Source: an optimization exercise on an open RTL-to-GDS flow (aim: small area and a short achievable clock period). Production flows keep margins and buffers that such runs may drop. Only simulation tests tie the RTL to the original design; equivalence was not proved. Power is estimated from default activity; no workload was simulated.

==> flow/design.v (excerpt) <==
module unified_memory #(
  parameter int DATA_W      = 16,
  parameter int ADDR_W      = 8,
  parameter int WAIT_STATES = 2,
  parameter int PROT_LIMIT  = 64
) (
  input  logic              clk,
  input  logic              reset,
  input  logic              MemRead,
  input  logic              MemWrite,
  input  logic [ADDR_W-1:0] Addr,
  input  logic [DATA_W-1:0] WriteData,
  output logic [DATA_W-1:0] ReadData,
  output logic              MemReady,
  output logic              MemFault,
  output logic              Busy
);
  logic        req;
  logic        s1, s2;           
  logic        idle_q;           
  logic [15:0] hw_q;             
  logic [15:0] lo_q, hi_q;       
  logic [15:0] lo_n, hi_n;
  logic [15:0] lw_q;             
  logic [15:0] dx_q;             
  logic        wr_q, both_q;     
  logic        fire;
  logic [15:0] rd;
  logic [7:0]  rp [16];          
  logic [7:0]  rq [16];
  logic        tgl;              
  logic        tgl_rp;           
  assign req  = MemRead | MemWrite;
  for (genvar i = 0; i < 16; i++) begin : g_addr
    unified_memory_mux2 u_lo (.s(idle_q), .a(Addr[3:0] == 4'(i)), .b(lo_q[i]), .y(lo_n[i]));
    unified_memory_mux2 u_hi (.s(idle_q), .a(Addr[7:4] == 4'(i)), .b(hi_q[i]), .y(hi_n[i]));
  end
  always_ff @(posedge clk) begin
    lo_q <= lo_n;
    hi_q <= hi_n;
    lw_q <= lo_q;
  end
  assign fire = s2 & req;
  always_ff @(posedge clk) begin
    if (idle_q) begin
      wr_q   <= MemWrite;
      both_q <= MemRead & MemWrite;
    end
  end
  always_ff @(posedge clk) begin
    if (reset) begin
      s1       <= 1'b0;
      idle_q   <= 1'b1;
      s2       <= 1'b0;
      hw_q     <= '0;
      Busy     <= 1'b0;
      MemReady <= 1'b0;
      MemFault <= 1'b0;
      ReadData <= '0;
    end else begin
      s1       <= idle_q & req;
      idle_q   <= !(req & !MemReady);
      s2       <= s1 & req;
      hw_q     <= {16{fire & wr_q}} & hi_q;
      Busy     <= req & !MemReady;
      MemReady <= fire;
      MemFault <= fire & both_q;
      if (fire && !wr_q) ReadData <= rd;
    end
  end
  ...
==> module unified_memory_mux2, before the edit <==
module unified_memory_mux2 (
  input  logic s,
  input  logic a,
  input  logic b,
  output logic y
);
  assign y = s ? a : b;
endmodule
==> module unified_memory_rdcol, before the edit <==
module unified_memory_rdcol (
  input  logic [255:0] ws,
  input  logic [255:0] m,
  output logic [7:0]   yn
);
  for (genvar q = 0; q < 8; q++) begin : g_q
    logic [11:0] t;      
    for (genvar k = 0; k < 10; k++) begin : g_aoi
      unified_memory_aoi3 u_aoi (.s(ws[32*q+3*k +: 3]), .m(m[32*q+3*k +: 3]), .y(t[k]));
    end
    unified_memory_nand2 u_n30 (.a(ws[32*q+30]), .b(m[32*q+30]), .y(t[10]));
    unified_memory_nand2 u_n31 (.a(ws[32*q+31]), .b(m[32*q+31]), .y(t[11]));
    assign yn[q] = &t;
  end
endmodule
==> module unified_memory, before the edit <==
module unified_memory #(
  parameter int DATA_W      = 16,
  parameter int ADDR_W      = 8,
  parameter int WAIT_STATES = 2,
  parameter int PROT_LIMIT  = 64
) (
  input  logic              clk,
  input  logic              reset,
  input  logic              MemRead,
  input  logic              MemWrite,
  input  logic [ADDR_W-1:0] Addr,
  input  logic [DATA_W-1:0] WriteData,
  output logic [DATA_W-1:0] ReadData,
  output logic              MemReady,
  output logic              MemFault,
  output logic              Busy
);
  logic        req;
  logic        s1, s2;           
  logic        idle_q;           
  logic [15:0] hw_q;             
  logic [15:0] lo_q, hi_q;       
  logic [15:0] lo_n, hi_n;
  logic [15:0] lw_q;             
  logic [15:0] dx_q;             
  logic        wr_q, both_q;     
  logic        fire;
  logic [15:0] rd;
  logic [7:0]  rp [16];          
  logic [7:0]  rq [16];
  logic        tgl;              
  logic        tgl_rp;           
  assign req  = MemRead | MemWrite;
  for (genvar i = 0; i < 16; i++) begin : g_addr
    unified_memory_mux2 u_lo (.s(idle_q), .a(Addr[3:0] == 4'(i)), .b(lo_q[i]), .y(lo_n[i]));
    unified_memory_mux2 u_hi (.s(idle_q), .a(Addr[7:4] == 4'(i)), .b(hi_q[i]), .y(hi_n[i]));
  end
  always_ff @(posedge clk) begin
    lo_q <= lo_n;
    hi_q <= hi_n;
    lw_q <= lo_q;
  end
  assign fire = s2 & req;
  always_ff @(posedge clk) begin
    if (idle_q) begin
      wr_q   <= MemWrite;
      both_q <= MemRead & MemWrite;
    end
  end
  always_ff @(posedge clk) begin
    if (reset) begin
      s1       <= 1'b0;
      idle_q   <= 1'b1;
      s2       <= 1'b0;
      hw_q     <= '0;
      Busy     <= 1'b0;
      MemReady <= 1'b0;
      MemFault <= 1'b0;
      ReadData <= '0;
    end else begin
      s1       <= idle_q & req;
      idle_q   <= !(req & !MemReady);
      s2       <= s1 & req;
      hw_q     <= {16{fire & wr_q}} & hi_q;
      Busy     <= req & !MemReady;
      MemReady <= fire;
      MemFault <= fire & both_q;
      if (fire && !wr_q) ReadData <= rd;
    end
  end
  always_ff @(posedge clk) begin
    tgl    <= !tgl;
    tgl_rp <= tgl;
  end
  always_ff @(posedge clk) begin
    if (idle_q) dx_q <= WriteData ^ {16{!tgl}};
    else        dx_q <= ~dx_q;
  end
  logic [15:0]  mem [256];
  logic [255:0] ws, we, web;
  logic [255:0] col [16];
  for (genvar w = 0; w < 256; w++) begin : g_word
    assign ws[w] = hi_q[w/16] & lo_q[w%16];
    unified_memory_and2  u_we  (.a(hw_q[w/16]), .b(lw_q[w%16]), .y(we[w]));
    unified_memory_nand2 u_web (.a(hw_q[w/16]), .b(lw_q[w%16]), .y(web[w]));
    for (genvar b = 0; b < 16; b++) begin : g_bit
      logic n;
      unified_memory_wbit u_wb (.we(we[w]), .web(web[w]), .d(dx_q[b]), .q(mem[w][b]), .n(n));
      always_ff @(posedge clk) mem[w][b] <= n;
      assign col[b][w] = mem[w][b];
    end
  end
  for (genvar b = 0; b < 16; b++) begin : g_col
    unified_memory_rdcol u_rd (.ws(ws), .m(col[b]), .yn(rq[b]));
    always_ff @(posedge clk) rp[b] <= rq[b];
    assign rd[b] = !(&rp[b]) ^ tgl_rp;
  end
endmodule
clock: 8.0 ns
lec_check: 0
cap_margin: 20
core_margin: 2
core_utilization: 40
setup_slack_margin: 5.0
slew_margin: 20
synth_hierarchical: 1
standard.sh (not shown) runs the stock make flow with config.mk's settings and CLKGATE_MAP_FILE= SYNTH_SCRIPT=/design/flow/synth_recipe.tcl, a recipe that flattens the netlist after the stock synthesis.
==> flow/flow/run.sh <==
#!/bin/bash
# Layout flow: the standard ORFS flow (standard.sh, unchanged synthesis), with
#  - port buffers built from a plain buffer instead of the default delay-cell choice,
#  - the resizer allowed to swap cells across footprints (so port buffers and flops can be
#    resized for timing),
#  - clock tree sink clusters of up to 25 flip-flops within 90 um, and no dummy clock loads,
# everything else as in the standard flow. The whole make output goes to make_standard.log;
# each ORFS step writes its own log under orfs/logs/.
set -euo pipefail
bash standard.sh \
  MATCH_CELL_FOOTPRINT=0 \
  "BUFFER_PORTS_ARGS=-buffer_cell sky130_fd_sc_hd__buf_4" \
  "CTS_ARGS=-sink_clustering_enable -repair_clock_nets -sink_clustering_size 25 -sink_clustering_max_diameter 90 -dont_use_dummy_load" \
  finish > make_standard.log 2>&1
test -s out/final.def
The first run finished clean.
Change:
--- a/flow/design.v
+++ b/flow/design.v
@@ -6,14 +6,6 @@
   output logic n
 );
   assign n = !((d | web) & (q | we));
-endmodule
-module unified_memory_mux2 (
-  input  logic s,
-  input  logic a,
-  input  logic b,
-  output logic y
-);
-  assign y = s ? a : b;
 endmodule
 module unified_memory_and2 (
   input  logic a,
@@ -42,12 +34,13 @@
   output logic [7:0]   yn
 );
   for (genvar q = 0; q < 8; q++) begin : g_q
-    logic [11:0] t;      
-    for (genvar k = 0; k < 10; k++) begin : g_aoi
-      unified_memory_aoi3 u_aoi (.s(ws[32*q+3*k +: 3]), .m(m[32*q+3*k +: 3]), .y(t[k]));
+    logic [11*3-1:0] s3, m3;
+    logic [10:0]     t;      
+    assign s3 = {1'b0, ws[32*q +: 32]};
+    assign m3 = {1'b0, m[32*q +: 32]};
+    for (genvar k = 0; k < 11; k++) begin : g_aoi
+      unified_memory_aoi3 u_aoi (.s(s3[3*k +: 3]), .m(m3[3*k +: 3]), .y(t[k]));
     end
-    unified_memory_nand2 u_n30 (.a(ws[32*q+30]), .b(m[32*q+30]), .y(t[10]));
-    unified_memory_nand2 u_n31 (.a(ws[32*q+31]), .b(m[32*q+31]), .y(t[11]));
     assign yn[q] = &t;
   end
 endmodule
@@ -70,11 +63,8 @@
 );
   logic        req;
   logic        s1, s2;           
-  logic        idle_q;           
   logic [15:0] hw_q;             
   logic [15:0] lo_q, hi_q;       
-  logic [15:0] lo_n, hi_n;
-  logic [15:0] lw_q;             
   logic [15:0] dx_q;             
   logic        wr_q, both_q;     
   logic        fire;
@@ -84,18 +74,11 @@
   logic        tgl;              
   logic        tgl_rp;           
   assign req  = MemRead | MemWrite;
-  for (genvar i = 0; i < 16; i++) begin : g_addr
-    unified_memory_mux2 u_lo (.s(idle_q), .a(Addr[3:0] == 4'(i)), .b(lo_q[i]), .y(lo_n[i]));
-    unified_memory_mux2 u_hi (.s(idle_q), .a(Addr[7:4] == 4'(i)), .b(hi_q[i]), .y(hi_n[i]));
-  end
-  always_ff @(posedge clk) begin
-    lo_q <= lo_n;
-    hi_q <= hi_n;
-    lw_q <= lo_q;
-  end
   assign fire = s2 & req;
   always_ff @(posedge clk) begin
-    if (idle_q) begin
+    if (!Busy) begin
+      lo_q   <= 16'd1 << Addr[3:0];
+      hi_q   <= 16'd1 << Addr[7:4];
       wr_q   <= MemWrite;
       both_q <= MemRead & MemWrite;
     end
@@ -103,7 +86,6 @@
   always_ff @(posedge clk) begin
     if (reset) begin
       s1       <= 1'b0;
-      idle_q   <= 1'b1;
       s2       <= 1'b0;
       hw_q     <= '0;
       Busy     <= 1'b0;
@@ -111,8 +93,7 @@
       MemFault <= 1'b0;
       ReadData <= '0;
     end else begin
-      s1       <= idle_q & req;
-      idle_q   <= !(req & !MemReady);
+      s1       <= !Busy & req;
       s2       <= s1 & req;
       hw_q     <= {16{fire & wr_q}} & hi_q;
       Busy     <= req & !MemReady;
@@ -126,16 +107,16 @@
     tgl_rp <= tgl;
   end
   always_ff @(posedge clk) begin
-    if (idle_q) dx_q <= WriteData ^ {16{!tgl}};
-    else        dx_q <= ~dx_q;
+    if (!Busy) dx_q <= WriteData ^ {16{!tgl}};
+    else       dx_q <= ~dx_q;
   end
   logic [15:0]  mem [256];
   logic [255:0] ws, we, web;
   logic [255:0] col [16];
   for (genvar w = 0; w < 256; w++) begin : g_word
     assign ws[w] = hi_q[w/16] & lo_q[w%16];
-    unified_memory_and2  u_we  (.a(hw_q[w/16]), .b(lw_q[w%16]), .y(we[w]));
-    unified_memory_nand2 u_web (.a(hw_q[w/16]), .b(lw_q[w%16]), .y(web[w]));
+    unified_memory_and2  u_we  (.a(hw_q[w/16]), .b(lo_q[w%16]), .y(we[w]));
+    unified_memory_nand2 u_web (.a(hw_q[w/16]), .b(lo_q[w%16]), .y(web[w]));
     for (genvar b = 0; b < 16; b++) begin : g_bit
       logic n;
       unified_memory_wbit u_wb (.we(we[w]), .web(web[w]), .d(dx_q[b]), .q(mem[w][b]), .n(n));
Outcome: The changed run completed with no timing, DRC or antenna violations. Sequential share of layout area drops by 0.27 points. Setup slack is worse by 0.079 ns. Global-route usage falls by 0.82 points. Hold slack barely changes. Count of clock-buffer cells in the layout went down by 3. Synthesized cell count decreases by 1.4%. Via count went down by 1.4%. First-iteration DRC count climbs by 2.1%. Design area went up by 0.40%. Routed wire length goes down by 3.6%. Power grows by 11%. Clock skew shrinks by 0.041 ns.

==> re-timing with driven ports <==
Ports are ideal in the flow. The routed layouts listed here were re-timed in OpenROAD.
Step 1: set_driving_cell puts a clkbuf_16 on clk and a buf_2 on each other input, an assumption about the parent block.
Step 2 moves the port delays by t, midway between the first and last clock arrival at a register: inputs arrive t later, outputs are due t later. That takes back most of the time a late clock gives input paths.
a / b / c = ideal / step 1 / step 2; a / b = the first two.
run | t, ns | setup slack, ns | clock arrival spread, ns | worst data-port slew with drivers (ns)
the first run | 0.997 | 4.994 / 4.885 / 4.485 | 0.122 / 0.123 | 0.32
the second run | 1.000 | 4.915 / 4.835 / 4.545 | 0.076 / 0.077 | 0.20
After both steps setup and hold are still met in every run listed. The setup slack of the first run, which loses most, moves by -0.109 ns with the drivers and by -0.509 ns with both steps.
